Context: an optimization exercise on an open-source flow, tuned for small area, a short achievable clock period and few clock cycles per item. The choices shown serve that exercise and are no tape-out recipe. Only simulation tests tie the RTL to the original design; equivalence was not proved. Power is estimated from default activity; no workload was simulated.

==> flow/config.mk <==
export PLATFORM = sky130hd
export DESIGN_NAME = matvec3
export DESIGN_NICKNAME = matvec3
export VERILOG_FILES = /design/flow/design.v
export SDC_FILE = /design/flow/constraint.sdc
export NUM_CORES = 4
export LEC_CHECK = 0
export CAP_MARGIN = 60
export CORE_MARGIN = 2
export CORE_UTILIZATION = 40
export SETUP_SLACK_MARGIN = 5
export SLEW_MARGIN = 60
==> flow/constraint.sdc <==
create_clock -name core_clock -period 8.5 [get_ports {clk}]
set_input_delay 1.7000 -clock core_clock [delete_from_list [all_inputs] [get_ports {clk}]]
set_output_delay 1.7000 -clock core_clock [all_outputs]
set_load 0.01 [all_outputs]
==> flow/design.v <==
package matvec_dims_pkg;
    localparam int MAT_DIM   = 3;
    localparam int MAT_WORDS = MAT_DIM * MAT_DIM;
    localparam int JOB_WORDS = MAT_WORDS + MAT_DIM;    
    localparam int SAMPLE_W = 14;
    localparam int ACC_W    = 2 * SAMPLE_W;            
    typedef logic signed [SAMPLE_W-1:0] sample_t;
    typedef logic signed [ACC_W-1:0] acc_t;
    typedef logic [3:0] w_addr_t;                      
    typedef logic [1:0] x_addr_t;                      
    typedef logic [3:0] load_count_t;
endpackage
package matvec_ctrl_pkg;
    typedef enum logic [1:0] {
        LOAD    = 2'd0,
        ISSUE   = 2'd1,
        DRAIN   = 2'd2,
        PRESENT = 2'd3
    } seq_state_t;
    localparam int READ_LATENCY = 1;
endpackage
`timescale 1ns/1ps
module mac_unit (
    input  logic [13:0] a,        
    input  logic [6:0]  one,      
    input  logic [6:0]  two,      
    input  logic [6:0]  neg,      
    input  logic        v,        
    input  logic [27:0] acc_s,    
    input  logic [27:0] acc_c,
    output logic [27:0] s,        
    output logic [27:0] c
);
    logic pp0_0;
    logic pp0_1;
    logic pp0_2;
    logic pp0_3;
    logic pp0_4;
    logic pp0_5;
    logic pp0_6;
    logic pp0_7;
    logic pp0_8;
    logic pp0_9;
    logic pp0_10;
    logic pp0_11;
    logic pp0_12;
    logic pp0_13;
    logic pp0_14;
    logic pp1_0;
    logic pp1_1;
    logic pp1_2;
    logic pp1_3;
    logic pp1_4;
    logic pp1_5;
    logic pp1_6;
    logic pp1_7;
    logic pp1_8;
    logic pp1_9;
    logic pp1_10;
    logic pp1_11;
    logic pp1_12;
    logic pp1_13;
    logic pp1_14;
    logic pp2_0;
    logic pp2_1;
    logic pp2_2;
    logic pp2_3;
    logic pp2_4;
    logic pp2_5;
    logic pp2_6;
    logic pp2_7;
    logic pp2_8;
    logic pp2_9;
    logic pp2_10;
    logic pp2_11;
    logic pp2_12;
    logic pp2_13;
    logic pp2_14;
    logic pp3_0;
    logic pp3_1;
    logic pp3_2;
    logic pp3_3;
    logic pp3_4;
    logic pp3_5;
    logic pp3_6;
    logic pp3_7;
    logic pp3_8;
    logic pp3_9;
    logic pp3_10;
    logic pp3_11;
    logic pp3_12;
    logic pp3_13;
    logic pp3_14;
    logic pp4_0;
    logic pp4_1;
    logic pp4_2;
    logic pp4_3;
    logic pp4_4;
    logic pp4_5;
    logic pp4_6;
    logic pp4_7;
    logic pp4_8;
    logic pp4_9;
    logic pp4_10;
    logic pp4_11;
    logic pp4_12;
    logic pp4_13;
    logic pp4_14;
    logic pp5_0;
    logic pp5_1;
    logic pp5_2;
    logic pp5_3;
    logic pp5_4;
    logic pp5_5;
    logic pp5_6;
    logic pp5_7;
    logic pp5_8;
    logic pp5_9;
    logic pp5_10;
    logic pp5_11;
    logic pp5_12;
    logic pp5_13;
    logic pp5_14;
    logic pp6_0;
    logic pp6_1;
    logic pp6_2;
    logic pp6_3;
    logic pp6_4;
    logic pp6_5;
    logic pp6_6;
    logic pp6_7;
    logic pp6_8;
    logic pp6_9;
    logic pp6_10;
    logic pp6_11;
    logic pp6_12;
    logic pp6_13;
    logic pp6_14;
    logic hs0;
    logic hc0;
    logic hs1;
    logic hc1;
    logic hs2;
    logic hc2;
    logic hs3;
    logic hc3;
    logic hs4;
    logic hc4;
    logic fs5;
    logic fc5;
    logic hs6;
    logic hc6;
    logic fs7;
    logic fc7;
    logic hs8;
    logic hc8;
    logic fs9;
    logic fc9;
    logic fs10;
    logic fc10;
    logic hs11;
    logic hc11;
    logic fs12;
    logic fc12;
    logic fs13;
    logic fc13;
    logic hs14;
    logic hc14;
    logic fs15;
    logic fc15;
    logic fs16;
    logic fc16;
    logic fs17;
    logic fc17;
    logic fs18;
    logic fc18;
    logic fs19;
    logic fc19;
    logic fs20;
    logic fc20;
    logic fs21;
    logic fc21;
    logic fs22;
    logic fc22;
    logic fs23;
    logic fc23;
    logic fs24;
    logic fc24;
    logic fs25;
    logic fc25;
    logic fs26;
    logic fc26;
    logic fs27;
    logic fc27;
    logic fs28;
    logic fc28;
    logic hs29;
    logic hc29;
    logic fs30;
    logic fc30;
    logic fs31;
    logic fc31;
    logic fs32;
    logic fc32;
    logic hs33;
    logic hc33;
    logic fs34;
    logic fc34;
    logic hs35;
    logic hc35;
    logic hs36;
    logic hc36;
    logic hs37;
    logic hc37;
    logic fs38;
    logic fc38;
    logic hs39;
    logic hc39;
    logic fs40;
    logic fc40;
    logic hs41;
    logic hc41;
    logic fs42;
    logic fc42;
    logic fs43;
    logic fc43;
    logic fs44;
    logic fc44;
    logic fs45;
    logic fc45;
    logic fs46;
    logic fc46;
    logic fs47;
    logic fc47;
    logic fs48;
    logic fc48;
    logic fs49;
    logic fc49;
    logic fs50;
    logic fc50;
    logic fs51;
    logic fc51;
    logic fs52;
    logic fc52;
    logic fs53;
    logic fc53;
    logic fs54;
    logic fc54;
    logic fs55;
    logic fc55;
    logic fs56;
    logic fc56;
    logic fs57;
    logic fc57;
    logic fs58;
    logic fc58;
    logic fs59;
    logic fc59;
    logic fs60;
    logic fc60;
    logic fs61;
    logic fc61;
    logic fs62;
    logic fc62;
    logic fs63;
    logic fc63;
    logic fs64;
    logic fc64;
    logic fs65;
    logic fc65;
    logic fs66;
    logic fc66;
    logic fs67;
    logic fc67;
    logic fs68;
    logic fc68;
    logic fs69;
    logic fc69;
    logic fs70;
    logic fc70;
    logic fs71;
    logic fc71;
    logic fs72;
    logic fc72;
    logic fs73;
    logic fc73;
    logic fs74;
    logic fc74;
    logic hs75;
    logic hc75;
    logic fs76;
    logic fc76;
    logic hs77;
    logic hc77;
    logic hs78;
    logic hc78;
    logic hs79;
    logic hc79;
    logic fs80;
    logic fc80;
    logic fs81;
    logic fc81;
    logic fs82;
    logic fc82;
    logic fs83;
    logic fc83;
    logic fs84;
    logic fc84;
    logic fs85;
    logic fc85;
    logic fs86;
    logic fc86;
    logic fs87;
    logic fc87;
    logic fs88;
    logic fc88;
    logic fs89;
    logic fc89;
    logic fs90;
    logic fc90;
    logic fs91;
    logic fc91;
    logic fs92;
    logic fc92;
    logic fs93;
    logic fc93;
    logic fs94;
    logic fc94;
    logic fs95;
    logic fc95;
    logic fs96;
    logic fc96;
    logic fs97;
    logic fc97;
    logic fs98;
    logic fc98;
    logic fs99;
    logic fc99;
    logic fs100;
    logic fc100;
    logic fs101;
    logic fc101;
    logic fs102;
    logic fc102;
    logic fs103;
    logic fc103;
    logic hs104;
    logic hc104;
    logic hs105;
    logic hc105;
    logic fs106;
    logic fc106;
    logic fs107;
    logic fc107;
    logic fs108;
    logic fc108;
    logic fs109;
    logic fc109;
    logic fs110;
    logic fc110;
    logic fs111;
    logic fc111;
    logic fs112;
    logic fc112;
    logic fs113;
    logic fc113;
    logic fs114;
    logic fc114;
    logic fs115;
    logic fc115;
    logic fs116;
    logic fc116;
    logic fs117;
    logic fc117;
    logic fs118;
    logic fc118;
    logic fs119;
    logic fc119;
    logic fs120;
    logic fc120;
    logic fs121;
    logic fc121;
    logic fs122;
    logic fc122;
    logic fs123;
    logic fc123;
    logic fs124;
    logic fc124;
    logic fs125;
    logic fc125;
    logic fs126;
    logic fc126;
    logic fs127;
    logic fc127;
    logic fs128;
    logic fc128;
    logic fs129;
    logic fc129;
    logic fs130;
    logic fc130;
    logic fs131;
    logic fc131;
    logic fs132;
    logic fc132;
    assign pp0_0 = neg[0] ^ ((one[0] & a[0]) | (two[0] & 1'b0));
    assign pp0_1 = neg[0] ^ ((one[0] & a[1]) | (two[0] & a[0]));
    assign pp0_2 = neg[0] ^ ((one[0] & a[2]) | (two[0] & a[1]));
    assign pp0_3 = neg[0] ^ ((one[0] & a[3]) | (two[0] & a[2]));
    assign pp0_4 = neg[0] ^ ((one[0] & a[4]) | (two[0] & a[3]));
    assign pp0_5 = neg[0] ^ ((one[0] & a[5]) | (two[0] & a[4]));
    assign pp0_6 = neg[0] ^ ((one[0] & a[6]) | (two[0] & a[5]));
    assign pp0_7 = neg[0] ^ ((one[0] & a[7]) | (two[0] & a[6]));
    assign pp0_8 = neg[0] ^ ((one[0] & a[8]) | (two[0] & a[7]));
    assign pp0_9 = neg[0] ^ ((one[0] & a[9]) | (two[0] & a[8]));
    assign pp0_10 = neg[0] ^ ((one[0] & a[10]) | (two[0] & a[9]));
    assign pp0_11 = neg[0] ^ ((one[0] & a[11]) | (two[0] & a[10]));
    assign pp0_12 = neg[0] ^ ((one[0] & a[12]) | (two[0] & a[11]));
    assign pp0_13 = neg[0] ^ ((one[0] & a[13]) | (two[0] & a[12]));
    assign pp0_14 = v & ~(neg[0] ^ ((one[0] & a[13]) | (two[0] & a[13])));    
    assign pp1_0 = neg[1] ^ ((one[1] & a[0]) | (two[1] & 1'b0));
    assign pp1_1 = neg[1] ^ ((one[1] & a[1]) | (two[1] & a[0]));
    assign pp1_2 = neg[1] ^ ((one[1] & a[2]) | (two[1] & a[1]));
    assign pp1_3 = neg[1] ^ ((one[1] & a[3]) | (two[1] & a[2]));
    assign pp1_4 = neg[1] ^ ((one[1] & a[4]) | (two[1] & a[3]));
    assign pp1_5 = neg[1] ^ ((one[1] & a[5]) | (two[1] & a[4]));
    assign pp1_6 = neg[1] ^ ((one[1] & a[6]) | (two[1] & a[5]));
    assign pp1_7 = neg[1] ^ ((one[1] & a[7]) | (two[1] & a[6]));
    assign pp1_8 = neg[1] ^ ((one[1] & a[8]) | (two[1] & a[7]));
    assign pp1_9 = neg[1] ^ ((one[1] & a[9]) | (two[1] & a[8]));
    assign pp1_10 = neg[1] ^ ((one[1] & a[10]) | (two[1] & a[9]));
    assign pp1_11 = neg[1] ^ ((one[1] & a[11]) | (two[1] & a[10]));
    assign pp1_12 = neg[1] ^ ((one[1] & a[12]) | (two[1] & a[11]));
    assign pp1_13 = neg[1] ^ ((one[1] & a[13]) | (two[1] & a[12]));
    assign pp1_14 = v & ~(neg[1] ^ ((one[1] & a[13]) | (two[1] & a[13])));    
    assign pp2_0 = neg[2] ^ ((one[2] & a[0]) | (two[2] & 1'b0));
    assign pp2_1 = neg[2] ^ ((one[2] & a[1]) | (two[2] & a[0]));
    assign pp2_2 = neg[2] ^ ((one[2] & a[2]) | (two[2] & a[1]));
    assign pp2_3 = neg[2] ^ ((one[2] & a[3]) | (two[2] & a[2]));
    assign pp2_4 = neg[2] ^ ((one[2] & a[4]) | (two[2] & a[3]));
    assign pp2_5 = neg[2] ^ ((one[2] & a[5]) | (two[2] & a[4]));
    assign pp2_6 = neg[2] ^ ((one[2] & a[6]) | (two[2] & a[5]));
    assign pp2_7 = neg[2] ^ ((one[2] & a[7]) | (two[2] & a[6]));
    assign pp2_8 = neg[2] ^ ((one[2] & a[8]) | (two[2] & a[7]));
    assign pp2_9 = neg[2] ^ ((one[2] & a[9]) | (two[2] & a[8]));
    assign pp2_10 = neg[2] ^ ((one[2] & a[10]) | (two[2] & a[9]));
    assign pp2_11 = neg[2] ^ ((one[2] & a[11]) | (two[2] & a[10]));
    assign pp2_12 = neg[2] ^ ((one[2] & a[12]) | (two[2] & a[11]));
    assign pp2_13 = neg[2] ^ ((one[2] & a[13]) | (two[2] & a[12]));
    assign pp2_14 = v & ~(neg[2] ^ ((one[2] & a[13]) | (two[2] & a[13])));    
    assign pp3_0 = neg[3] ^ ((one[3] & a[0]) | (two[3] & 1'b0));
    assign pp3_1 = neg[3] ^ ((one[3] & a[1]) | (two[3] & a[0]));
    assign pp3_2 = neg[3] ^ ((one[3] & a[2]) | (two[3] & a[1]));
    assign pp3_3 = neg[3] ^ ((one[3] & a[3]) | (two[3] & a[2]));
    assign pp3_4 = neg[3] ^ ((one[3] & a[4]) | (two[3] & a[3]));
    assign pp3_5 = neg[3] ^ ((one[3] & a[5]) | (two[3] & a[4]));
    assign pp3_6 = neg[3] ^ ((one[3] & a[6]) | (two[3] & a[5]));
    assign pp3_7 = neg[3] ^ ((one[3] & a[7]) | (two[3] & a[6]));
    assign pp3_8 = neg[3] ^ ((one[3] & a[8]) | (two[3] & a[7]));
    assign pp3_9 = neg[3] ^ ((one[3] & a[9]) | (two[3] & a[8]));
    assign pp3_10 = neg[3] ^ ((one[3] & a[10]) | (two[3] & a[9]));
    assign pp3_11 = neg[3] ^ ((one[3] & a[11]) | (two[3] & a[10]));
    assign pp3_12 = neg[3] ^ ((one[3] & a[12]) | (two[3] & a[11]));
    assign pp3_13 = neg[3] ^ ((one[3] & a[13]) | (two[3] & a[12]));
    assign pp3_14 = v & ~(neg[3] ^ ((one[3] & a[13]) | (two[3] & a[13])));    
    assign pp4_0 = neg[4] ^ ((one[4] & a[0]) | (two[4] & 1'b0));
    assign pp4_1 = neg[4] ^ ((one[4] & a[1]) | (two[4] & a[0]));
    assign pp4_2 = neg[4] ^ ((one[4] & a[2]) | (two[4] & a[1]));
    assign pp4_3 = neg[4] ^ ((one[4] & a[3]) | (two[4] & a[2]));
    assign pp4_4 = neg[4] ^ ((one[4] & a[4]) | (two[4] & a[3]));
    assign pp4_5 = neg[4] ^ ((one[4] & a[5]) | (two[4] & a[4]));
    assign pp4_6 = neg[4] ^ ((one[4] & a[6]) | (two[4] & a[5]));
    assign pp4_7 = neg[4] ^ ((one[4] & a[7]) | (two[4] & a[6]));
    assign pp4_8 = neg[4] ^ ((one[4] & a[8]) | (two[4] & a[7]));
    assign pp4_9 = neg[4] ^ ((one[4] & a[9]) | (two[4] & a[8]));
    assign pp4_10 = neg[4] ^ ((one[4] & a[10]) | (two[4] & a[9]));
    assign pp4_11 = neg[4] ^ ((one[4] & a[11]) | (two[4] & a[10]));
    assign pp4_12 = neg[4] ^ ((one[4] & a[12]) | (two[4] & a[11]));
    assign pp4_13 = neg[4] ^ ((one[4] & a[13]) | (two[4] & a[12]));
    assign pp4_14 = v & ~(neg[4] ^ ((one[4] & a[13]) | (two[4] & a[13])));    
    assign pp5_0 = neg[5] ^ ((one[5] & a[0]) | (two[5] & 1'b0));
    assign pp5_1 = neg[5] ^ ((one[5] & a[1]) | (two[5] & a[0]));
    assign pp5_2 = neg[5] ^ ((one[5] & a[2]) | (two[5] & a[1]));
    assign pp5_3 = neg[5] ^ ((one[5] & a[3]) | (two[5] & a[2]));
    assign pp5_4 = neg[5] ^ ((one[5] & a[4]) | (two[5] & a[3]));
    assign pp5_5 = neg[5] ^ ((one[5] & a[5]) | (two[5] & a[4]));
    assign pp5_6 = neg[5] ^ ((one[5] & a[6]) | (two[5] & a[5]));
    assign pp5_7 = neg[5] ^ ((one[5] & a[7]) | (two[5] & a[6]));
    assign pp5_8 = neg[5] ^ ((one[5] & a[8]) | (two[5] & a[7]));
    assign pp5_9 = neg[5] ^ ((one[5] & a[9]) | (two[5] & a[8]));
    assign pp5_10 = neg[5] ^ ((one[5] & a[10]) | (two[5] & a[9]));
    assign pp5_11 = neg[5] ^ ((one[5] & a[11]) | (two[5] & a[10]));
    assign pp5_12 = neg[5] ^ ((one[5] & a[12]) | (two[5] & a[11]));
    assign pp5_13 = neg[5] ^ ((one[5] & a[13]) | (two[5] & a[12]));
    assign pp5_14 = v & ~(neg[5] ^ ((one[5] & a[13]) | (two[5] & a[13])));    
    assign pp6_0 = neg[6] ^ ((one[6] & a[0]) | (two[6] & 1'b0));
    assign pp6_1 = neg[6] ^ ((one[6] & a[1]) | (two[6] & a[0]));
    assign pp6_2 = neg[6] ^ ((one[6] & a[2]) | (two[6] & a[1]));
    assign pp6_3 = neg[6] ^ ((one[6] & a[3]) | (two[6] & a[2]));
    assign pp6_4 = neg[6] ^ ((one[6] & a[4]) | (two[6] & a[3]));
    assign pp6_5 = neg[6] ^ ((one[6] & a[5]) | (two[6] & a[4]));
    assign pp6_6 = neg[6] ^ ((one[6] & a[6]) | (two[6] & a[5]));
    assign pp6_7 = neg[6] ^ ((one[6] & a[7]) | (two[6] & a[6]));
    assign pp6_8 = neg[6] ^ ((one[6] & a[8]) | (two[6] & a[7]));
    assign pp6_9 = neg[6] ^ ((one[6] & a[9]) | (two[6] & a[8]));
    assign pp6_10 = neg[6] ^ ((one[6] & a[10]) | (two[6] & a[9]));
    assign pp6_11 = neg[6] ^ ((one[6] & a[11]) | (two[6] & a[10]));
    assign pp6_12 = neg[6] ^ ((one[6] & a[12]) | (two[6] & a[11]));
    assign pp6_13 = neg[6] ^ ((one[6] & a[13]) | (two[6] & a[12]));
    assign pp6_14 = v & ~(neg[6] ^ ((one[6] & a[13]) | (two[6] & a[13])));    
    assign hs0 = neg[6] ^ acc_c[12];
    assign hc0 = neg[6] & acc_c[12];
    assign hs1 = acc_c[13] ^ acc_s[13];
    assign hc1 = acc_c[13] & acc_s[13];
    assign hs2 = acc_c[14] ^ acc_s[14];
    assign hc2 = acc_c[14] & acc_s[14];
    assign hs3 = neg[3] ^ acc_c[6];
    assign hc3 = neg[3] & acc_c[6];
    assign hs4 = acc_c[7] ^ acc_s[7];
    assign hc4 = acc_c[7] & acc_s[7];
    assign fs5 = neg[4] ^ acc_c[8] ^ acc_s[8];
    assign fc5 = (neg[4] & acc_c[8]) | (neg[4] & acc_s[8]) | (acc_c[8] & acc_s[8]);
    assign hs6 = pp0_8 ^ pp1_6;
    assign hc6 = pp0_8 & pp1_6;
    assign fs7 = acc_c[9] ^ acc_s[9] ^ pp0_9;
    assign fc7 = (acc_c[9] & acc_s[9]) | (acc_c[9] & pp0_9) | (acc_s[9] & pp0_9);
    assign hs8 = pp1_7 ^ pp2_5;
    assign hc8 = pp1_7 & pp2_5;
    assign fs9 = neg[5] ^ acc_c[10] ^ acc_s[10];
    assign fc9 = (neg[5] & acc_c[10]) | (neg[5] & acc_s[10]) | (acc_c[10] & acc_s[10]);
    assign fs10 = pp0_10 ^ pp1_8 ^ pp2_6;
    assign fc10 = (pp0_10 & pp1_8) | (pp0_10 & pp2_6) | (pp1_8 & pp2_6);
    assign hs11 = pp3_4 ^ pp4_2;
    assign hc11 = pp3_4 & pp4_2;
    assign fs12 = acc_c[11] ^ acc_s[11] ^ pp0_11;
    assign fc12 = (acc_c[11] & acc_s[11]) | (acc_c[11] & pp0_11) | (acc_s[11] & pp0_11);
    assign fs13 = pp1_9 ^ pp2_7 ^ pp3_5;
    assign fc13 = (pp1_9 & pp2_7) | (pp1_9 & pp3_5) | (pp2_7 & pp3_5);
    assign hs14 = pp4_3 ^ pp5_1;
    assign hc14 = pp4_3 & pp5_1;
    assign fs15 = acc_s[12] ^ hs0 ^ pp0_12;
    assign fc15 = (acc_s[12] & hs0) | (acc_s[12] & pp0_12) | (hs0 & pp0_12);
    assign fs16 = pp1_10 ^ pp2_8 ^ pp3_6;
    assign fc16 = (pp1_10 & pp2_8) | (pp1_10 & pp3_6) | (pp2_8 & pp3_6);
    assign fs17 = pp4_4 ^ pp5_2 ^ pp6_0;
    assign fc17 = (pp4_4 & pp5_2) | (pp4_4 & pp6_0) | (pp5_2 & pp6_0);
    assign fs18 = hc0 ^ hs1 ^ pp0_13;
    assign fc18 = (hc0 & hs1) | (hc0 & pp0_13) | (hs1 & pp0_13);
    assign fs19 = pp1_11 ^ pp2_9 ^ pp3_7;
    assign fc19 = (pp1_11 & pp2_9) | (pp1_11 & pp3_7) | (pp2_9 & pp3_7);
    assign fs20 = pp4_5 ^ pp5_3 ^ pp6_1;
    assign fc20 = (pp4_5 & pp5_3) | (pp4_5 & pp6_1) | (pp5_3 & pp6_1);
    assign fs21 = hc1 ^ hs2 ^ pp0_14;
    assign fc21 = (hc1 & hs2) | (hc1 & pp0_14) | (hs2 & pp0_14);
    assign fs22 = pp1_12 ^ pp2_10 ^ pp3_8;
    assign fc22 = (pp1_12 & pp2_10) | (pp1_12 & pp3_8) | (pp2_10 & pp3_8);
    assign fs23 = pp4_6 ^ pp5_4 ^ pp6_2;
    assign fc23 = (pp4_6 & pp5_4) | (pp4_6 & pp6_2) | (pp5_4 & pp6_2);
    assign fs24 = acc_c[15] ^ acc_s[15] ^ hc2;
    assign fc24 = (acc_c[15] & acc_s[15]) | (acc_c[15] & hc2) | (acc_s[15] & hc2);
    assign fs25 = pp1_13 ^ pp2_11 ^ pp3_9;
    assign fc25 = (pp1_13 & pp2_11) | (pp1_13 & pp3_9) | (pp2_11 & pp3_9);
    assign fs26 = pp4_7 ^ pp5_5 ^ pp6_3;
    assign fc26 = (pp4_7 & pp5_5) | (pp4_7 & pp6_3) | (pp5_5 & pp6_3);
    assign fs27 = acc_c[16] ^ acc_s[16] ^ pp1_14;
    assign fc27 = (acc_c[16] & acc_s[16]) | (acc_c[16] & pp1_14) | (acc_s[16] & pp1_14);
    assign fs28 = pp2_12 ^ pp3_10 ^ pp4_8;
    assign fc28 = (pp2_12 & pp3_10) | (pp2_12 & pp4_8) | (pp3_10 & pp4_8);
    assign hs29 = pp5_6 ^ pp6_4;
    assign hc29 = pp5_6 & pp6_4;
    assign fs30 = acc_c[17] ^ acc_s[17] ^ pp2_13;
    assign fc30 = (acc_c[17] & acc_s[17]) | (acc_c[17] & pp2_13) | (acc_s[17] & pp2_13);
    assign fs31 = pp3_11 ^ pp4_9 ^ pp5_7;
    assign fc31 = (pp3_11 & pp4_9) | (pp3_11 & pp5_7) | (pp4_9 & pp5_7);
    assign fs32 = acc_c[18] ^ acc_s[18] ^ pp2_14;
    assign fc32 = (acc_c[18] & acc_s[18]) | (acc_c[18] & pp2_14) | (acc_s[18] & pp2_14);
    assign hs33 = pp3_12 ^ pp4_10;
    assign hc33 = pp3_12 & pp4_10;
    assign fs34 = acc_c[19] ^ acc_s[19] ^ pp3_13;
    assign fc34 = (acc_c[19] & acc_s[19]) | (acc_c[19] & pp3_13) | (acc_s[19] & pp3_13);
    assign hs35 = acc_c[20] ^ acc_s[20];
    assign hc35 = acc_c[20] & acc_s[20];
    assign hs36 = neg[1] ^ acc_c[2];
    assign hc36 = neg[1] & acc_c[2];
    assign hs37 = acc_c[3] ^ acc_s[3];
    assign hc37 = acc_c[3] & acc_s[3];
    assign fs38 = neg[2] ^ acc_c[4] ^ acc_s[4];
    assign fc38 = (neg[2] & acc_c[4]) | (neg[2] & acc_s[4]) | (acc_c[4] & acc_s[4]);
    assign hs39 = pp0_4 ^ pp1_2;
    assign hc39 = pp0_4 & pp1_2;
    assign fs40 = acc_c[5] ^ acc_s[5] ^ pp0_5;
    assign fc40 = (acc_c[5] & acc_s[5]) | (acc_c[5] & pp0_5) | (acc_s[5] & pp0_5);
    assign hs41 = pp1_3 ^ pp2_1;
    assign hc41 = pp1_3 & pp2_1;
    assign fs42 = acc_s[6] ^ hs3 ^ pp0_6;
    assign fc42 = (acc_s[6] & hs3) | (acc_s[6] & pp0_6) | (hs3 & pp0_6);
    assign fs43 = pp1_4 ^ pp2_2 ^ pp3_0;
    assign fc43 = (pp1_4 & pp2_2) | (pp1_4 & pp3_0) | (pp2_2 & pp3_0);
    assign fs44 = hc3 ^ hs4 ^ pp0_7;
    assign fc44 = (hc3 & hs4) | (hc3 & pp0_7) | (hs4 & pp0_7);
    assign fs45 = pp1_5 ^ pp2_3 ^ pp3_1;
    assign fc45 = (pp1_5 & pp2_3) | (pp1_5 & pp3_1) | (pp2_3 & pp3_1);
    assign fs46 = hc4 ^ pp2_4 ^ pp3_2;
    assign fc46 = (hc4 & pp2_4) | (hc4 & pp3_2) | (pp2_4 & pp3_2);
    assign fs47 = pp4_0 ^ fs5 ^ hs6;
    assign fc47 = (pp4_0 & fs5) | (pp4_0 & hs6) | (fs5 & hs6);
    assign fs48 = pp3_3 ^ pp4_1 ^ fc5;
    assign fc48 = (pp3_3 & pp4_1) | (pp3_3 & fc5) | (pp4_1 & fc5);
    assign fs49 = hc6 ^ hs8 ^ fs7;
    assign fc49 = (hc6 & hs8) | (hc6 & fs7) | (hs8 & fs7);
    assign fs50 = pp5_0 ^ fs9 ^ hc8;
    assign fc50 = (pp5_0 & fs9) | (pp5_0 & hc8) | (fs9 & hc8);
    assign fs51 = hs11 ^ fc7 ^ fs10;
    assign fc51 = (hs11 & fc7) | (hs11 & fs10) | (fc7 & fs10);
    assign fs52 = fc9 ^ hc11 ^ hs14;
    assign fc52 = (fc9 & hc11) | (fc9 & hs14) | (hc11 & hs14);
    assign fs53 = fc10 ^ fs12 ^ fs13;
    assign fc53 = (fc10 & fs12) | (fc10 & fs13) | (fs12 & fs13);
    assign fs54 = hc14 ^ fc12 ^ fc13;
    assign fc54 = (hc14 & fc12) | (hc14 & fc13) | (fc12 & fc13);
    assign fs55 = fs15 ^ fs16 ^ fs17;
    assign fc55 = (fs15 & fs16) | (fs15 & fs17) | (fs16 & fs17);
    assign fs56 = fc15 ^ fc16 ^ fc17;
    assign fc56 = (fc15 & fc16) | (fc15 & fc17) | (fc16 & fc17);
    assign fs57 = fs18 ^ fs19 ^ fs20;
    assign fc57 = (fs18 & fs19) | (fs18 & fs20) | (fs19 & fs20);
    assign fs58 = fc18 ^ fc19 ^ fc20;
    assign fc58 = (fc18 & fc19) | (fc18 & fc20) | (fc19 & fc20);
    assign fs59 = fs21 ^ fs22 ^ fs23;
    assign fc59 = (fs21 & fs22) | (fs21 & fs23) | (fs22 & fs23);
    assign fs60 = fc21 ^ fc22 ^ fc23;
    assign fc60 = (fc21 & fc22) | (fc21 & fc23) | (fc22 & fc23);
    assign fs61 = fs24 ^ fs25 ^ fs26;
    assign fc61 = (fs24 & fs25) | (fs24 & fs26) | (fs25 & fs26);
    assign fs62 = hs29 ^ fc24 ^ fc25;
    assign fc62 = (hs29 & fc24) | (hs29 & fc25) | (fc24 & fc25);
    assign fs63 = fc26 ^ fs27 ^ fs28;
    assign fc63 = (fc26 & fs27) | (fc26 & fs28) | (fs27 & fs28);
    assign fs64 = pp6_5 ^ hc29 ^ fc27;
    assign fc64 = (pp6_5 & hc29) | (pp6_5 & fc27) | (hc29 & fc27);
    assign fs65 = fc28 ^ fs30 ^ fs31;
    assign fc65 = (fc28 & fs30) | (fc28 & fs31) | (fs30 & fs31);
    assign fs66 = pp5_8 ^ pp6_6 ^ hs33;
    assign fc66 = (pp5_8 & pp6_6) | (pp5_8 & hs33) | (pp6_6 & hs33);
    assign fs67 = fc30 ^ fc31 ^ fs32;
    assign fc67 = (fc30 & fc31) | (fc30 & fs32) | (fc31 & fs32);
    assign fs68 = pp4_11 ^ pp5_9 ^ pp6_7;
    assign fc68 = (pp4_11 & pp5_9) | (pp4_11 & pp6_7) | (pp5_9 & pp6_7);
    assign fs69 = hc33 ^ fc32 ^ fs34;
    assign fc69 = (hc33 & fc32) | (hc33 & fs34) | (fc32 & fs34);
    assign fs70 = hs35 ^ pp3_14 ^ pp4_12;
    assign fc70 = (hs35 & pp3_14) | (hs35 & pp4_12) | (pp3_14 & pp4_12);
    assign fs71 = pp5_10 ^ pp6_8 ^ fc34;
    assign fc71 = (pp5_10 & pp6_8) | (pp5_10 & fc34) | (pp6_8 & fc34);
    assign fs72 = acc_c[21] ^ acc_s[21] ^ hc35;
    assign fc72 = (acc_c[21] & acc_s[21]) | (acc_c[21] & hc35) | (acc_s[21] & hc35);
    assign fs73 = pp4_13 ^ pp5_11 ^ pp6_9;
    assign fc73 = (pp4_13 & pp5_11) | (pp4_13 & pp6_9) | (pp5_11 & pp6_9);
    assign fs74 = acc_c[22] ^ acc_s[22] ^ pp4_14;
    assign fc74 = (acc_c[22] & acc_s[22]) | (acc_c[22] & pp4_14) | (acc_s[22] & pp4_14);
    assign hs75 = pp5_12 ^ pp6_10;
    assign hc75 = pp5_12 & pp6_10;
    assign fs76 = acc_c[23] ^ acc_s[23] ^ pp5_13;
    assign fc76 = (acc_c[23] & acc_s[23]) | (acc_c[23] & pp5_13) | (acc_s[23] & pp5_13);
    assign hs77 = acc_c[24] ^ acc_s[24];
    assign hc77 = acc_c[24] & acc_s[24];
    assign hs78 = neg[0] ^ acc_c[0];
    assign hc78 = neg[0] & acc_c[0];
    assign hs79 = acc_c[1] ^ acc_s[1];
    assign hc79 = acc_c[1] & acc_s[1];
    assign fs80 = acc_s[2] ^ hs36 ^ pp0_2;
    assign fc80 = (acc_s[2] & hs36) | (acc_s[2] & pp0_2) | (hs36 & pp0_2);
    assign fs81 = hc36 ^ hs37 ^ pp0_3;
    assign fc81 = (hc36 & hs37) | (hc36 & pp0_3) | (hs37 & pp0_3);
    assign fs82 = hc37 ^ pp2_0 ^ fs38;
    assign fc82 = (hc37 & pp2_0) | (hc37 & fs38) | (pp2_0 & fs38);
    assign fs83 = fc38 ^ hc39 ^ hs41;
    assign fc83 = (fc38 & hc39) | (fc38 & hs41) | (hc39 & hs41);
    assign fs84 = hc41 ^ fc40 ^ fs42;
    assign fc84 = (hc41 & fc40) | (hc41 & fs42) | (fc40 & fs42);
    assign fs85 = fc42 ^ fc43 ^ fs44;
    assign fc85 = (fc42 & fc43) | (fc42 & fs44) | (fc43 & fs44);
    assign fs86 = fc44 ^ fc45 ^ fs46;
    assign fc86 = (fc44 & fc45) | (fc44 & fs46) | (fc45 & fs46);
    assign fs87 = fc46 ^ fs48 ^ fc47;
    assign fc87 = (fc46 & fs48) | (fc46 & fc47) | (fs48 & fc47);
    assign fs88 = fc48 ^ fs50 ^ fc49;
    assign fc88 = (fc48 & fs50) | (fc48 & fc49) | (fs50 & fc49);
    assign fs89 = fc50 ^ fs52 ^ fc51;
    assign fc89 = (fc50 & fs52) | (fc50 & fc51) | (fs52 & fc51);
    assign fs90 = fc52 ^ fc53 ^ fs54;
    assign fc90 = (fc52 & fc53) | (fc52 & fs54) | (fc53 & fs54);
    assign fs91 = fc54 ^ fc55 ^ fs56;
    assign fc91 = (fc54 & fc55) | (fc54 & fs56) | (fc55 & fs56);
    assign fs92 = fc56 ^ fc57 ^ fs58;
    assign fc92 = (fc56 & fc57) | (fc56 & fs58) | (fc57 & fs58);
    assign fs93 = fc58 ^ fc59 ^ fs60;
    assign fc93 = (fc58 & fc59) | (fc58 & fs60) | (fc59 & fs60);
    assign fs94 = fc60 ^ fc61 ^ fs62;
    assign fc94 = (fc60 & fc61) | (fc60 & fs62) | (fc61 & fs62);
    assign fs95 = fc62 ^ fc63 ^ fs64;
    assign fc95 = (fc62 & fc63) | (fc62 & fs64) | (fc63 & fs64);
    assign fs96 = fs66 ^ fc64 ^ fc65;
    assign fc96 = (fs66 & fc64) | (fs66 & fc65) | (fc64 & fc65);
    assign fs97 = fs68 ^ fc66 ^ fc67;
    assign fc97 = (fs68 & fc66) | (fs68 & fc67) | (fc66 & fc67);
    assign fs98 = fc68 ^ fs70 ^ fc69;
    assign fc98 = (fc68 & fs70) | (fc68 & fc69) | (fs70 & fc69);
    assign fs99 = fc70 ^ fs72 ^ fs73;
    assign fc99 = (fc70 & fs72) | (fc70 & fs73) | (fs72 & fs73);
    assign fs100 = hs75 ^ fc72 ^ fc73;
    assign fc100 = (hs75 & fc72) | (hs75 & fc73) | (fc72 & fc73);
    assign fs101 = pp6_11 ^ hc75 ^ fc74;
    assign fc101 = (pp6_11 & hc75) | (pp6_11 & fc74) | (hc75 & fc74);
    assign fs102 = hs77 ^ pp5_14 ^ pp6_12;
    assign fc102 = (hs77 & pp5_14) | (hs77 & pp6_12) | (pp5_14 & pp6_12);
    assign fs103 = acc_c[25] ^ acc_s[25] ^ hc77;
    assign fc103 = (acc_c[25] & acc_s[25]) | (acc_c[25] & hc77) | (acc_s[25] & hc77);
    assign hs104 = acc_c[26] ^ acc_s[26];
    assign hc104 = acc_c[26] & acc_s[26];
    assign hs105 = acc_s[0] ^ hs78;
    assign hc105 = acc_s[0] & hs78;
    assign fs106 = hc78 ^ hs79 ^ pp0_1;
    assign fc106 = (hc78 & hs79) | (hc78 & pp0_1) | (hs79 & pp0_1);
    assign fs107 = hc79 ^ pp1_0 ^ fs80;
    assign fc107 = (hc79 & pp1_0) | (hc79 & fs80) | (pp1_0 & fs80);
    assign fs108 = pp1_1 ^ fc80 ^ fs81;
    assign fc108 = (pp1_1 & fc80) | (pp1_1 & fs81) | (fc80 & fs81);
    assign fs109 = hs39 ^ fc81 ^ fs82;
    assign fc109 = (hs39 & fc81) | (hs39 & fs82) | (fc81 & fs82);
    assign fs110 = fs40 ^ fc82 ^ fs83;
    assign fc110 = (fs40 & fc82) | (fs40 & fs83) | (fc82 & fs83);
    assign fs111 = fs43 ^ fc83 ^ fs84;
    assign fc111 = (fs43 & fc83) | (fs43 & fs84) | (fc83 & fs84);
    assign fs112 = fs45 ^ fc84 ^ fs85;
    assign fc112 = (fs45 & fc84) | (fs45 & fs85) | (fc84 & fs85);
    assign fs113 = fs47 ^ fc85 ^ fs86;
    assign fc113 = (fs47 & fc85) | (fs47 & fs86) | (fc85 & fs86);
    assign fs114 = fc86 ^ fs49 ^ fs87;
    assign fc114 = (fc86 & fs49) | (fc86 & fs87) | (fs49 & fs87);
    assign fs115 = fs51 ^ fc87 ^ fs88;
    assign fc115 = (fs51 & fc87) | (fs51 & fs88) | (fc87 & fs88);
    assign fs116 = fs53 ^ fc88 ^ fs89;
    assign fc116 = (fs53 & fc88) | (fs53 & fs89) | (fc88 & fs89);
    assign fs117 = fs55 ^ fc89 ^ fs90;
    assign fc117 = (fs55 & fc89) | (fs55 & fs90) | (fc89 & fs90);
    assign fs118 = fs57 ^ fc90 ^ fs91;
    assign fc118 = (fs57 & fc90) | (fs57 & fs91) | (fc90 & fs91);
    assign fs119 = fs59 ^ fc91 ^ fs92;
    assign fc119 = (fs59 & fc91) | (fs59 & fs92) | (fc91 & fs92);
    assign fs120 = fs61 ^ fc92 ^ fs93;
    assign fc120 = (fs61 & fc92) | (fs61 & fs93) | (fc92 & fs93);
    assign fs121 = fs63 ^ fc93 ^ fs94;
    assign fc121 = (fs63 & fc93) | (fs63 & fs94) | (fc93 & fs94);
    assign fs122 = fs65 ^ fc94 ^ fs95;
    assign fc122 = (fs65 & fc94) | (fs65 & fs95) | (fc94 & fs95);
    assign fs123 = fs67 ^ fc95 ^ fs96;
    assign fc123 = (fs67 & fc95) | (fs67 & fs96) | (fc95 & fs96);
    assign fs124 = fs69 ^ fc96 ^ fs97;
    assign fc124 = (fs69 & fc96) | (fs69 & fs97) | (fc96 & fs97);
    assign fs125 = fs71 ^ fc97 ^ fs98;
    assign fc125 = (fs71 & fc97) | (fs71 & fs98) | (fc97 & fs98);
    assign fs126 = fc71 ^ fs99 ^ fc98;
    assign fc126 = (fc71 & fs99) | (fc71 & fc98) | (fs99 & fc98);
    assign fs127 = fs74 ^ fc99 ^ fs100;
    assign fc127 = (fs74 & fc99) | (fs74 & fs100) | (fc99 & fs100);
    assign fs128 = fs76 ^ fc100 ^ fs101;
    assign fc128 = (fs76 & fc100) | (fs76 & fs101) | (fc100 & fs101);
    assign fs129 = fc76 ^ fs102 ^ fc101;
    assign fc129 = (fc76 & fs102) | (fc76 & fc101) | (fs102 & fc101);
    assign fs130 = pp6_13 ^ fc102 ^ fs103;
    assign fc130 = (pp6_13 & fc102) | (pp6_13 & fs103) | (fc102 & fs103);
    assign fs131 = hs104 ^ pp6_14 ^ fc103;
    assign fc131 = (hs104 & pp6_14) | (hs104 & fc103) | (pp6_14 & fc103);
    assign fs132 = acc_c[27] ^ acc_s[27] ^ hc104;
    assign fc132 = (acc_c[27] & acc_s[27]) | (acc_c[27] & hc104) | (acc_s[27] & hc104);
    assign s[0] = pp0_0;
    assign c[0] = hs105;
    assign s[1] = hc105;
    assign c[1] = fs106;
    assign s[2] = fc106;
    assign c[2] = fs107;
    assign s[3] = fc107;
    assign c[3] = fs108;
    assign s[4] = fc108;
    assign c[4] = fs109;
    assign s[5] = fc109;
    assign c[5] = fs110;
    assign s[6] = fc110;
    assign c[6] = fs111;
    assign s[7] = fc111;
    assign c[7] = fs112;
    assign s[8] = fc112;
    assign c[8] = fs113;
    assign s[9] = fc113;
    assign c[9] = fs114;
    assign s[10] = fc114;
    assign c[10] = fs115;
    assign s[11] = fc115;
    assign c[11] = fs116;
    assign s[12] = fc116;
    assign c[12] = fs117;
    assign s[13] = fc117;
    assign c[13] = fs118;
    assign s[14] = fc118;
    assign c[14] = fs119;
    assign s[15] = fc119;
    assign c[15] = fs120;
    assign s[16] = fc120;
    assign c[16] = fs121;
    assign s[17] = fc121;
    assign c[17] = fs122;
    assign s[18] = fc122;
    assign c[18] = fs123;
    assign s[19] = fc123;
    assign c[19] = fs124;
    assign s[20] = fc124;
    assign c[20] = fs125;
    assign s[21] = fc125;
    assign c[21] = fs126;
    assign s[22] = fs127;
    assign c[22] = fc126;
    assign s[23] = fc127;
    assign c[23] = fs128;
    assign s[24] = fc128;
    assign c[24] = fs129;
    assign s[25] = fs130;
    assign c[25] = fc129;
    assign s[26] = fc130;
    assign c[26] = fs131;
    assign s[27] = fs132;
    assign c[27] = fc131;
endmodule
`timescale 1ns/1ps
module matvec3 (
    input  logic                     clk,
    input  logic                     reset,
    input  logic                     input_valid,
    output logic                     input_ready,
    input  matvec_dims_pkg::sample_t input_data,
    output logic                     output_valid,
    input  logic                     output_ready,
    output matvec_dims_pkg::acc_t    output_data
);
    typedef matvec_dims_pkg::sample_t sample_t;
    typedef matvec_dims_pkg::acc_t    acc_t;
    logic [3:0]  ph;
    sample_t     ring [0:11];
    logic [3:0]  lp;             
    logic        ahead;          
    logic [1:0]  cr, ck;         
    logic [3:0]  cp;             
    logic        due;            
    logic [2:0]  xv;             
    logic        ready_q;
    logic [6:0]  one_q, two_q, neg_q;    
    logic        m_v, m_first, m_last;
    acc_t        acc_s, acc_c;   
    acc_t        sum_s, sum_c;
    logic        acc_done;       
    acc_t        out_q;
    logic        out_v;
    logic        in_fire;
    logic        issue;
    logic        transfer;
    assign input_ready  = ready_q;
    assign output_valid = out_v;
    assign output_data  = out_q;
    assign in_fire  = input_valid && ready_q;
    assign transfer = acc_done && !out_v;
    assign issue = due && xv[ck] && ((ck != 2'd0) || !out_v);
    logic [3:0] ph_n;
    logic [1:0] cr_i, ck_i;
    logic [3:0] cp_i;
    logic       last_p;          
    logic [3:0] lp_inc;
    logic       due_i, due_ni;
    logic       rdy_f_i, rdy_f_ni, rdy_nf_i, rdy_nf_ni;
    function automatic logic slot_free(input logic ahd, input logic [3:0] w, input logic [3:0] c);
        if (!ahd)
            slot_free = 1'b1;
        else if (w < 4'd9)
            slot_free = (c > w);
        else
            slot_free = (c > w - 4'd3);
    endfunction
    always_comb begin
        ph_n   = (ph == 4'd11) ? 4'd0 : ph + 4'd1;
        last_p = (cp == 4'd8);
        cp_i   = last_p ? 4'd0 : cp + 4'd1;
        ck_i   = (ck == 2'd2) ? 2'd0 : ck + 2'd1;
        cr_i   = (ck != 2'd2) ? cr : ((cr == 2'd2) ? 2'd0 : cr + 2'd1);
        due_i  = !last_p;
        due_ni = (ph == ((cp >= 4'd3) ? cp - 4'd3 : cp + 4'd9));
        lp_inc = (lp == 4'd11) ? 4'd0 : lp + 4'd1;
        rdy_f_i   = slot_free((lp == 4'd11) ? 1'b1 : (last_p ? 1'b0 : ahead), lp_inc, cp_i);
        rdy_f_ni  = slot_free((lp == 4'd11) ? 1'b1 : ahead, lp_inc, cp);
        rdy_nf_i  = (ph_n == lp) && slot_free(last_p ? 1'b0 : ahead, lp, cp_i);
        rdy_nf_ni = (ph_n == lp) && slot_free(ahead, lp, cp);
    end
    always_ff @(posedge clk) begin
        if (reset) begin
            ph       <= 4'd0;
            lp       <= '0;
            ahead    <= 1'b0;
            cr       <= '0;
            ck       <= '0;
            cp       <= '0;
            due      <= 1'b0;
            xv       <= '0;
            ready_q  <= 1'b1;
            m_v      <= 1'b0;
            acc_done <= 1'b0;
            out_v    <= 1'b0;
        end else begin
            ph <= ph_n;
            if (in_fire) begin
                lp <= lp_inc;
                ready_q <= issue ? rdy_f_i : rdy_f_ni;
            end else begin
                ready_q <= issue ? rdy_nf_i : rdy_nf_ni;
            end
            if (in_fire && lp == 4'd11)
                ahead <= 1'b1;
            else if (issue && last_p)
                ahead <= 1'b0;
            if (issue) begin
                cr <= cr_i;
                ck <= ck_i;
                cp <= cp_i;
            end
            due <= issue ? due_i : due_ni;
            for (int k = 0; k < 3; k++) begin
                if (in_fire && ph == 4'(9 + k))
                    xv[k] <= 1'b1;
                else if (issue && cr == 2'd2 && ck == 2'(k))
                    xv[k] <= 1'b0;
            end
            m_v <= issue;
            if (m_v && m_last)
                acc_done <= 1'b1;
            else if (transfer)
                acc_done <= 1'b0;
            if (transfer)
                out_v <= 1'b1;
            else if (output_ready)
                out_v <= 1'b0;
        end
    end
    sample_t    x_op;
    logic [6:0] x_lo;            
    always_comb begin
        case (cr)
            2'd0:    x_op = ring[0];
            2'd1:    x_op = ring[3];
            default: x_op = ring[6];
        endcase
    end
    assign x_lo = {x_op[11], x_op[9], x_op[7], x_op[5], x_op[3], x_op[1], 1'b0};
    always_ff @(posedge clk) begin
        ring[0] <= in_fire ? input_data : ring[11];
        for (int i = 1; i < 12; i++)
            ring[i] <= ring[i-1];
        for (int i = 0; i < 7; i++) begin
            one_q[i] <= issue && (x_op[2*i] ^ x_lo[i]);
            two_q[i] <= issue && ((x_op[2*i+1] && !x_op[2*i] && !x_lo[i]) ||
                                  (!x_op[2*i+1] && x_op[2*i] && x_lo[i]));
            neg_q[i] <= issue && x_op[2*i+1];
        end
        m_first <= issue && (ck == 2'd0);
        m_last  <= issue && (ck == 2'd2);
        acc_s <= sum_s;
        acc_c <= sum_c;
        if (transfer)
            out_q <= acc_s + acc_c;
    end
    mac_unit mac_unit_i (
        .a     (ring[10]),
        .one   (one_q),
        .two   (two_q),
        .neg   (neg_q),
        .v     (m_v),
        .acc_s (m_first ? acc_t'(28'h0004000) : acc_s),
        .acc_c (m_first ? acc_t'(0) : acc_c),
        .s     (sum_s),
        .c     (sum_c)
    );
endmodule
==> flow/run.sh <==
#!/bin/bash
# synth_recipe.tcl (not shown) runs the flow's synth.tcl, then flattens the netlist and writes it again
# the make line also repeats each setting of config.mk as NAME=value (left out here)
make -C /OpenROAD-flow-scripts/flow DESIGN_CONFIG=/design/flow/config.mk WORK_HOME=/design/flow/orfs CLKGATE_MAP_FILE= SYNTH_SCRIPT=/design/flow/synth_recipe.tcl finish
==> results.ini, run 1 <==
[timing]
setup_viol=0
hold_viol_final=0
drv_slew=0
period_share_pct=40.3
max_slew_margin_pct=62.2
period_minus_slack_ps=3430
clock_skew_ps=23.8
rsz0062_at_grt=false
worst_pin_slew_ps=566
fmax_ghz=0.292
tns_ps=0

[grt]
grt_use_total_pct=15.9
grt-ovfl-total=0
grt_pass1_vias=9640
antenna_found_initial=0
grt_max_degree=56
grt_pass1_wl_um=49800

[worst_setup_path]
worst-path-max-fanout=6
r2r_cells=9
r2r-start=ring[10][13]$_DFF_P_
r2r-end=acc_c[17]$_DFF_P_
reg2reg_setup_slack_ps=5160
critPathArrivalTime_ps=1730
slowest_delay_ps=620
cp-start-kind=register
worst-path-buf-inv=1
crit_required_ps=6800
path_class=register to output port
critical-path-top-delay-family=buffers and inverters
worst_setup_path_end_kind=output port
crit_path_cell_trace=clkdlybuf4s50_1
cp_slowest_cell=clkdlybuf4s50_1

[worst_hold_path]
min_path_type=register to register
hold_depth=0
min_to=ring[8][6]$_DFF_P_
worstHoldStart=ring[7][6]$_DFF_P_

[synth]
syn_nets=1590
syn_inst=1373
synth_edf_count=28
synthArstFlopShare_pct=0
synth_ff_type=dfxtp_1
synth-seq-cells=300
postSynthAreaPerCell_um2=10.9
syn_area_mm2=0.0149
synth_cell_types=57
yosysWarnings=3
seq_area_frac_synth_pct=42.2

[route]
viasPerCell=4.96
final_antenna_net_count=0
wire_per_inst_um=15.9
drt_iter0_drc=560
drc=0
num_vias=9346
drtPass1Iterations=6
drt_wl_total_um=29900

[power]
switching_share_pct=24.1
seqPwrFrac_pct=52.0
leakagePower_nw=6.96
power.switching_uw=769
p_comb_share_pct=5.2
powerDensity_mw_per_mm2=189
pwr-share-clk_pct=42.8
ir_drop_v=0.000139
total_power_mw=3.19
intPower_mw=2.42

[clock_network]
cts_root_buf=clkbuf_16
cts_made_buffers=31
tritoncts=done
clk_pin_slew_ps=70
cts_sinks=300
worstSkewPairLatency_ps=560
htreeDepth=1
clock_tree.buffer_depth=3

[floorplan]
core_area_mm2=0.0367
dieArea_mm2=0.0388
fp.dieW_um=197
die_h_um=197
rows=70
initial_utilization_pct=40.6
ios=48

[outcome]
status=finished clean

[layout]
finalNetCount=1609
regArea_mm2=0.00633
final_cells=1884
multiInputGateArea_mm2=0.00793
area_growth_pct=13.1
diodes=0
finish.utilization_pct=46.0
fill_cells=3404
drive_gt1_share_pct=9.25

[placement]
post-place-cells=1827
port_buffers=47
gp_congestion=0.843
hpwl_um=21700

[job]
cap_violations=0

==> placed cells by master (no fill, tap or decap), drive strengths merged, types with 5 or more instances in the layout <==
master and count:
inv 130, and2 7, clkdlybuf4s50 46, clkbuf 36, clkinv 10, xor2 55
o21ai 43, mux2i 15, o21a 7, nand4 5, nand3b 6, nand2 53
dfxtp 272, a22oi 93, edfxtp 28, nor3 11, xnor2 92, nand2b 18
a31oi 7, nand3 8, ha 88, nor2b 54, fa 111, a21o 10
mux2 14, buf 6, nor2 71, a21oi 73
==> worst max path at each step <==
stage,to,cells after the start,slack [ps],from
final,output_valid,1,5070,out_v$_SDFFE_PP0P_
after global routing,output_valid,1,5010,out_v$_SDFFE_PP0P_
after CTS,output_valid,1,5030,out_v$_SDFFE_PP0P_
after detailed placement,ready_q$_SDFF_PP1_,7,5030,input_valid
after global placement,ready_q$_SDFF_PP1_,7,4690,input_valid
after floorplan,acc_c[17]$_DFF_P_,9,5220,neg_q[2]$_DFF_P_
==> per-stage QoR <==
stage	worst slack [ps]	area (um2)	hold slack, ps
detailed placement	5030	15800	312
global route	5010	16900	327
floorplan	5220	14900	310
global placement	4690	15700	310
finish	5070	16900	317
CTS	5030	16800	322
==> final cells by class <==
type	count	area share [%]
multi-input combinational	884	47.0
sequential	300	37.5
tap	468	3.47
clock buffer	36	5.01
timing repair buffer	52	3.05
inverter	123	2.74
clock inverter	21	1.19
==> synth_stat cells, types with 8 or more instances <==
cell type | number | share of area [%]
dfxtp_1 | 272 | 37
inv_1 | 122 | 3.1
fa_1 | 111 | 15
a22oi_1 | 93 | 4.7
xnor2_1 | 92 | 5.4
ha_1 | 88 | 7.4
a21oi_1 | 71 | 2.4
nor2_1 | 71 | 1.8
clkbuf_1 | 55 | 1.4
xor2_1 | 55 | 3.2
nor2b_1 | 54 | 2.3
nand2_1 | 53 | 1.3
o21ai_0 | 36 | 1.2
edfxtp_1 | 28 | 5.6
nand2b_1 | 18 | 0.76
mux2i_1 | 15 | 1.0
mux2_2 | 14 | 1.1
nor3_1 | 11 | 0.37
a21o_1 | 9 | 0.45
nand3_1 | 8 | 0.27
==> kinds of logic (layout without fill, tap and decap cells) <==
| family | after synthesis | count (layout) | synth area share (%) |
|---|---|---|---|
| DFF | 300 | 300 | 42.2 |
| and+or+nand+nor | 249 | 249 | 8.42 |
| AOI/OAI and AO/OA | 258 | 258 | 11.5 |
| adders and majority gates | 201 | 201 | 22.4 |
| muxes | 29 | 29 | 2.06 |
| buffers and inverters | 189 | 232 | 4.82 |
| xor gates and xnor gates | 147 | 147 | 8.63 |
==> layer usage <==
metal	track usage [%]	vias to the layer above	wire, um
met3	2.68	46	1360
met4	4.62	0	641
met5	0	-	0
met1	22.5	4476	14700
met2	24.9	208	13200
li1	-	4616	-
==> state kept, by name, summed over array words and instances, names as in the netlist <==
| register | count |
|---|---|
| m_v | 1 |
| ph | 4 |
| neg_q | 7 |
| ahead | 1 |
| ck | 2 |
| acc_s | 28 |
| lp | 4 |
| out_v | 1 |
| cr | 2 |
| ring | 168 |
| cp | 4 |
| one_q | 7 |
| two_q | 7 |
| acc_c | 28 |
| acc_done | 1 |
| xv | 3 |
| m_first | 1 |
| m_last | 1 |
| out_q | 28 |
| ready_q | 1 |
| due | 1 |
==> timing repair <==
item,4_1_cts,5_1_grt
setup buffers,0,0
gates resized for setup,0,2
setup endpoints to repair,0,2
hold buffers,0,0
==> power by group through the flow <==
stage               clock (mW)  combinational [mW]  sequential (mW)
floorplan                    0               0.153             1.63
global placement             0               0.162             1.68
detailed placement           0               0.166             1.69
global route              1.46               0.190             1.68
finish                    1.37               0.166             1.66
CTS                       1.40               0.167             1.66
Testbench counts, summed over its fixed seeds: cycles 4,688, jobs 384.
==> run 2: changes to the inputs <==
--- a/flow/config.mk
+++ b/flow/config.mk
@@ -5,8 +5,10 @@
 export SDC_FILE = /design/flow/constraint.sdc
 export NUM_CORES = 4
 export LEC_CHECK = 0
-export CAP_MARGIN = 60
+export CAP_MARGIN = 20
 export CORE_MARGIN = 2
 export CORE_UTILIZATION = 40
+export CTS_BUF_LIST = sky130_fd_sc_hd__clkbuf_4
+export CTS_CLUSTER_SIZE = 40
 export SETUP_SLACK_MARGIN = 5
-export SLEW_MARGIN = 60
+export SLEW_MARGIN = 20
==> run 2 against run 1 <==
  * Fmax increased by 1.1%
  * Synthesized cell count did not move
  * Final cell count is 4.1% higher
  * Clock-buffer cell count is 81 higher
  * Cell area fell by 0.66%
  * Via count grew 3.1%
  * Hold slack lost 25 ps
  * Critical endpoint is now acc_c[16]$_DFF_P_
  * Largest cell class unchanged
  * Highest routed layer unchanged
==> results.ini, run 2 <==
[synth]
synth_cell_types=57  ; unchanged
syn_inst=1373  ; unchanged
synthArstFlopShare_pct=0  ; unchanged
postSynthAreaPerCell_um2=10.9  ; unchanged
syn_area_mm2=0.0149  ; unchanged
synth-seq-cells=300  ; unchanged
yosysWarnings=3  ; unchanged
syn_nets=1590  ; unchanged
yosysTopAreaCell=dfxtp_1  ; unchanged
yosysTopAreaCellShare_pct=36.5  ; unchanged
yosys.cell_count.top_type=dfxtp_1  ; unchanged
synth_area_leaders=dfxtp_1 37%, fa_1 15%, ha_1 7.4%, edfxtp_1 5.6%, xnor2_1 5.4%  ; unchanged
ys_top_cells_by_count=272 x dfxtp_1, 122 x inv_1, 111 x fa_1  ; unchanged
synth_edf_count=28  ; unchanged
seq_area_frac_synth_pct=42.2  ; unchanged
synth_ff_type=dfxtp_1  ; unchanged

[timing]
worst_pin_slew_ps=1030  ; was 566 ps
setup_viol=0  ; unchanged
rsz0062_at_grt=false  ; unchanged
period_share_pct=39.9  ; was 40.3%
period_minus_slack_ps=3390  ; was 3430 ps
clock_skew_ps=59.7  ; was 23.8 ps
drv_slew=0  ; unchanged
hold_viol_final=0  ; unchanged
max_slew_margin_pct=31.3  ; was 62.2%
fmax_ghz=0.295  ; was 0.292 GHz
tns_ps=0  ; unchanged

[route]
num_vias=9639  ; was 9346
final_antenna_net_count=0  ; unchanged
drt_wl_total_um=30400  ; was 29900 um
drtPass1Iterations=5  ; was 6
viasPerCell=4.92  ; was 4.96
drc=0  ; unchanged
drt_iter0_drc=560  ; unchanged
wire_per_inst_um=15.5  ; was 15.9 um

[worst_setup_path]
worst_setup_path_end_kind=register  ; was output port
path_class=register to register  ; was register to output port
crit_required_ps=9100  ; was 6800 ps
r2r_cells=8  ; was 9
cp-start-kind=register  ; unchanged
r2r-end=acc_c[16]$_DFF_P_  ; was acc_c[17]$_DFF_P_
critPathArrivalTime_ps=3990  ; was 1730 ps
worst-path-max-fanout=15  ; was 6
r2r-start=ring[10][7]$_DFF_P_  ; was ring[10][13]$_DFF_P_
reg2reg_setup_slack_ps=5110  ; was 5160 ps

[floorplan]
rows=70  ; unchanged
core_area_mm2=0.0367  ; unchanged
dieArea_mm2=0.0388  ; unchanged
fp.dieW_um=197  ; unchanged
ios=48  ; unchanged
initial_utilization_pct=40.6  ; unchanged
die_h_um=197  ; unchanged

[grt]
grt_use_total_pct=16.4  ; was 15.9%
grt_pass1_vias=9942  ; was 9640
grt_max_degree=56  ; unchanged
grt-ovfl-total=0  ; unchanged
antenna_found_initial=2  ; was 0
grt_pass1_wl_um=50400  ; was 49800 um

[placement]
gp_congestion=0.843  ; unchanged
port_buffers=47  ; unchanged
hpwl_um=21700  ; about the same

[layout]
finalNetCount=1654  ; was 1609
drive_gt1_share_pct=11.1  ; was 9.25%
final_cell_mix=267 x dfxtp_1, 122 x inv_1, 117 x clkbuf_4  ; was 238 x dfxtp_1, 122 x inv_1, 111 x fa_1
layout_commonest_cell=dfxtp_1  ; unchanged
finish.utilization_pct=45.7  ; was 46.0%
regMostFlops=ring  ; unchanged
largest_register_ffs=168  ; unchanged
area_growth_pct=12.4  ; was 13.1%

[clock_network]
clk_pin_slew_ps=60  ; was 70 ps
worstSkewPairLatency_ps=730  ; was 560 ps
tritoncts=done  ; unchanged
cts_made_buffers=78  ; was 31
clock_tree.buffer_depth=3  ; unchanged
cts_root_buf=clkbuf_4  ; was clkbuf_16
cts_hold_buf=0  ; unchanged
htreeDepth=3  ; was 1
cts_sinks=300  ; unchanged

[power]
total_power_mw=3.05  ; was 3.19 mW
leakagePower_nw=7.01  ; was 6.96 nW
powerDensity_mw_per_mm2=182  ; was 189 mW/mm2
ir_drop_v=0.000126  ; was 0.000139 V

[worst_hold_path]
min_to=ring[8][13]$_DFF_P_  ; was ring[8][6]$_DFF_P_
hold_depth=0  ; unchanged
worstHoldStart=ring[7][13]$_DFF_P_  ; was ring[7][6]$_DFF_P_
min_path_type=register to register  ; unchanged

[outcome]
status=finished clean  ; unchanged

[job]
cap_violations=0  ; unchanged

## run 2: cell counts after synthesis
No cell type changed its count.
## run 2: logic make-up (layout without fill, tap and decap cells)
group	count (synthesis)	after routing	share of synthesized area [%]
AO/OA/AOI/OAI	258	258	11.5
XOR/XNOR	147	147	8.63
adder cells (fa/ha/maj)	201	201	22.4
buffers and inverters	189	307	4.82
flip-flops	300	300	42.2
multiplexers	29	29	2.06
other	0	2	0
AND/OR/NAND/NOR	249	249	8.42
## run 2: metal layers
layer	GRT usage, %	wire (um)	share of wire [%]	vias up
met3	3.67	1500	4.9	54
met5	0	0	0	-
met1	22.3	14600	48	4600
met2	25.4	13500	45	233
met4	6.24	708	2.3	0
li1	-	-	-	4752
## run 2: area by class of cell
type,count,area (um2)
sequential,300,6290
multi-input combinational,884,7920
fill,3458,19900
timing repair buffer,50,497
clock inverter,17,113
inverter,123,462
clock buffer,117,878
tap,468,586
antenna,2,5.00
## run 2: worst max-delay path by stage
stage	startpoint	to	cells after the start
global placement	input_valid	ready_q$_SDFF_PP1_	7
global route	ring[10][7]$_DFF_P_	acc_c[16]$_DFF_P_	8
CTS	out_v$_SDFFE_PP0P_	output_valid	1
floorplan	neg_q[2]$_DFF_P_	acc_c[17]$_DFF_P_	9
detailed placement	input_valid	ready_q$_SDFF_PP1_	7
finish	ring[10][7]$_DFF_P_	acc_c[16]$_DFF_P_	8
## run 2: metrics by stage
step	hold slack, ps	cell area [um2]	worst slack (ps)	instances
after floorplan	310	14900	5220	1373
after global placement	310	15700	4690	1825
after detailed placement	312	15700	4650	1825
after CTS	278	16700	5010	1959
after global routing	309	16800	5000	1961
final	292	16800	5110	1961
## run 2: power by group
group / switching (mW) / leakage [nW] / internal, mW / total (mW)
logic: 0.0857 / 3.89 / 0.0794 / 0.165
clock network: 0.566 / 0.595 / 0.661 / 1.23
registers: 0.0988 / 2.53 / 1.56 / 1.66
## run 2: worst max-delay path, cell delays in order, from the launching register on
cell	delay, ps
dfxtp_1	800
a22oi_1	230
xnor2_1	200
fa_1	620
inv_1	70
fa_1	390
fa_1	510
inv_1	50
fa_1	430
## run 2: what timing repair did
action / 4_1_cts / 5_1_grt
hold endpoints to repair: 0 / 0
setup endpoints to repair: 1 / 7
gates resized for setup: 1 / 6
setup buffers: 0 / 0
==> run 3: changes to the inputs <==
--- a/flow/config.mk
+++ b/flow/config.mk
@@ -9,6 +9,6 @@
 export CORE_MARGIN = 2
 export CORE_UTILIZATION = 40
 export CTS_BUF_LIST = sky130_fd_sc_hd__clkbuf_4
-export CTS_CLUSTER_SIZE = 40
+export CTS_CLUSTER_SIZE = 10
 export SETUP_SLACK_MARGIN = 5
 export SLEW_MARGIN = 20
==> run 3 against run 2 <==
  * Global-route usage barely moved
  * Largest cell class unchanged
  * Combinational power about the same
  * Cell area rose by 0.11%
  * Routed wire length is 0.18% lower
  * Sequential share of layout area hardly changed
  * Sequential cell count unchanged
  * Worst setup slack improved by 23 ps
  * Highest routed layer unchanged
  * Utilization increased by 0.051 points
  * Fmax grew 0.69%
==> results.ini, run 3 <==
[outcome]
status=finished clean  ; unchanged

[timing]
period_share_pct=39.6  ; was 39.9%
rsz0062_at_grt=false  ; unchanged
max_slew_margin_pct=31.8  ; was 31.3%
fmax_ghz=0.297  ; was 0.295 GHz
hold_viol_final=0  ; unchanged
period_minus_slack_ps=3370  ; was 3390 ps

[floorplan]
core_area_mm2=0.0367  ; unchanged
rows=70  ; unchanged
fp.dieW_um=197  ; unchanged
initial_utilization_pct=40.6  ; unchanged
ios=48  ; unchanged

[synth]
ys_top_cells_by_count=272 x dfxtp_1, 122 x inv_1, 111 x fa_1  ; unchanged
syn_area_mm2=0.0149  ; unchanged
yosysTopAreaCell=dfxtp_1  ; unchanged
synth_edf_count=28  ; unchanged
synth_cell_types=57  ; unchanged
yosys.cell_count.top_type=dfxtp_1  ; unchanged
yosysWarnings=3  ; unchanged
synth_area_leaders=dfxtp_1 37%, fa_1 15%, ha_1 7.4%, edfxtp_1 5.6%, xnor2_1 5.4%  ; unchanged
synth-seq-cells=300  ; unchanged
syn_nets=1590  ; unchanged

[clock_network]
clk_pin_slew_ps=60  ; about the same
cts_made_buffers=78  ; unchanged
tritoncts=done  ; unchanged
cts_root_buf=clkbuf_4  ; unchanged
htreeDepth=3  ; unchanged
worstSkewPairLatency_ps=740  ; was 730 ps
cts_sinks=300  ; unchanged

[worst_hold_path]
min_path_type=register to register  ; unchanged
worstHoldStart=ring[7][13]$_DFF_P_  ; unchanged
min_to=ring[8][13]$_DFF_P_  ; unchanged

[grt]
grt_max_degree=56  ; unchanged
grt_pass1_wl_um=50400  ; about the same
grt_pass1_vias=9918  ; was 9942
grt_use_total_pct=16.4  ; about the same
antenna_found_initial=1  ; was 2
grt-ovfl-total=0  ; unchanged

[placement]
gp_congestion=0.843  ; unchanged
hpwl_um=21700  ; unchanged
placed_area_mm2=0.0157  ; unchanged
port_buffers=47  ; unchanged

[route]
final_antenna_net_count=0  ; unchanged
num_vias=9654  ; was 9639
drc=0  ; unchanged
viasPerCell=4.92  ; about the same
wire_per_inst_um=15.4  ; was 15.5 um
drt_wl_total_um=30300  ; was 30400 um

[worst_setup_path]
crit_required_ps=9060  ; was 9100 ps
crit_path_cell_trace=a22oi_1 > xor2_1 > fa_1 > fa_1 > fa_1 > inv_1 > fa_1  ; was a22oi_1 > xnor2_1 > fa_1 > inv_1 > fa_1 > fa_1 > inv_1 > fa_1
cp_slowest_cell=dfxtp_1  ; unchanged
r2r-start=ring[10][9]$_DFF_P_  ; was ring[10][7]$_DFF_P_
cp-start-kind=register  ; unchanged
r2r_cells=7  ; was 8
critPathArrivalTime_ps=3930  ; was 3990 ps
reg2reg_setup_slack_ps=5130  ; was 5110 ps
worst-path-max-fanout=15  ; unchanged
worst_setup_path_end_kind=register  ; unchanged
r2r-end=acc_c[14]$_DFF_P_  ; was acc_c[16]$_DFF_P_

[layout]
finalNetCount=1654  ; unchanged
finish.utilization_pct=45.7  ; about the same
largest_register_ffs=168  ; unchanged
area_growth_pct=12.5  ; was 12.4%
regMostFlops=ring  ; unchanged

[power]
pwr-share-clk_pct=40.2  ; about the same
power.switching_uw=751  ; was 750 uW
switching_share_pct=24.6  ; about the same
leakagePower_nw=7.02  ; was 7.01 nW
ir_drop_v=0.000126  ; about the same
p_comb_share_pct=5.4  ; about the same

[job]
cap_violations=0  ; unchanged

==> run 3: cell types whose count changed in the layout (fill, tap and decap cells not counted) <==
cell,delta
clkinv_4,+1
dfxtp_2,+10
dfxtp_1,-10
diode_2,-1
==> run 3: layout make-up <==
cell class | instances | area, um2
antenna | 1 | 2.50
fill | 3470 | 19900
tap | 468 | 586
clock buffer | 117 | 878
inverter | 123 | 462
clock inverter | 18 | 121
sequential | 300 | 6310
timing repair buffer | 50 | 497
multi-input combinational | 884 | 7920
==> run 3: power by group through the flow <==
stage          clock network (mW)  registers (mW)  logic [mW]
2_1_floorplan                   0            1.63       0.153
3_3_place_gp                    0            1.68       0.162
3_5_place_dp                    0            1.69       0.166
4_1_cts                      1.29            1.66       0.167
5_1_grt                      1.37            1.67       0.188
6_report                     1.23            1.66       0.165
==> run 3: kinds of logic (layout without fill, tap and decap cells) <==
group                    Yosys count  in the layout  share of synthesized area, %
AO/OA/AOI/OAI                    258            258                          11.5
XOR/XNOR                         147            147                          8.63
adder cells (fa/ha/maj)          201            201                          22.4
buffers and inverters            189            308                          4.82
flip-flops                       300            300                          42.2
multiplexers                      29             29                          2.06
other                              0              1                             0
AND/OR/NAND/NOR                  249            249                          8.42
==> run 3: metrics by stage <==
step | instances | setup WS (ps) | total power [mW] | hold WS (ps)
after floorplan | 1373 | 5220 | 1.78 | 310
after global placement | 1825 | 4690 | 1.84 | 310
after detailed placement | 1825 | 4650 | 1.85 | 312
after CTS | 1960 | 5000 | 3.12 | 287
after global routing | 1961 | 5000 | 3.23 | 300
final | 1961 | 5130 | 3.05 | 280
==> run 3: worst max-delay path by stage <==
stage	from	endpoint	slack, ps	cells past startpoint
floorplan	neg_q[2]$_DFF_P_	acc_c[17]$_DFF_P_	5220	9
global placement	input_valid	ready_q$_SDFF_PP1_	4690	7
detailed placement	input_valid	ready_q$_SDFF_PP1_	4650	7
CTS	out_v$_SDFFE_PP0P_	output_valid	5000	1
global route	ring[10][5]$_DFF_P_	acc_c[16]$_DFF_P_	5000	8
finish	ring[10][9]$_DFF_P_	acc_c[14]$_DFF_P_	5130	7
==> run 3: worst max-delay path: cells and delay by family, from the launching register on <==
kind	cells	cell delay, ps
compound gates	1	220
flops	1	800
xor+xnor	1	200
buf+inv	1	50
fa+ha+maj	4	1960
==> run 3: routing by layer <==
metal | share of wire [%] | up-vias | GRT usage [%]
li1 | - | 4758 | -
met4 | 2.2 | 0 | 6.13
met3 | 4.8 | 53 | 4.01
met1 | 49 | 4616 | 22.2
met5 | 0 | - | 0
met2 | 44 | 227 | 25.3

Check on run 3: ideal ports give 5.133 ns setup slack; a clkbuf_16 on the clock port and buf_2 on the inputs give 5.101 ns; moving port delays by the midpoint clock arrival (0.754 ns) as well gives 4.671 ns.
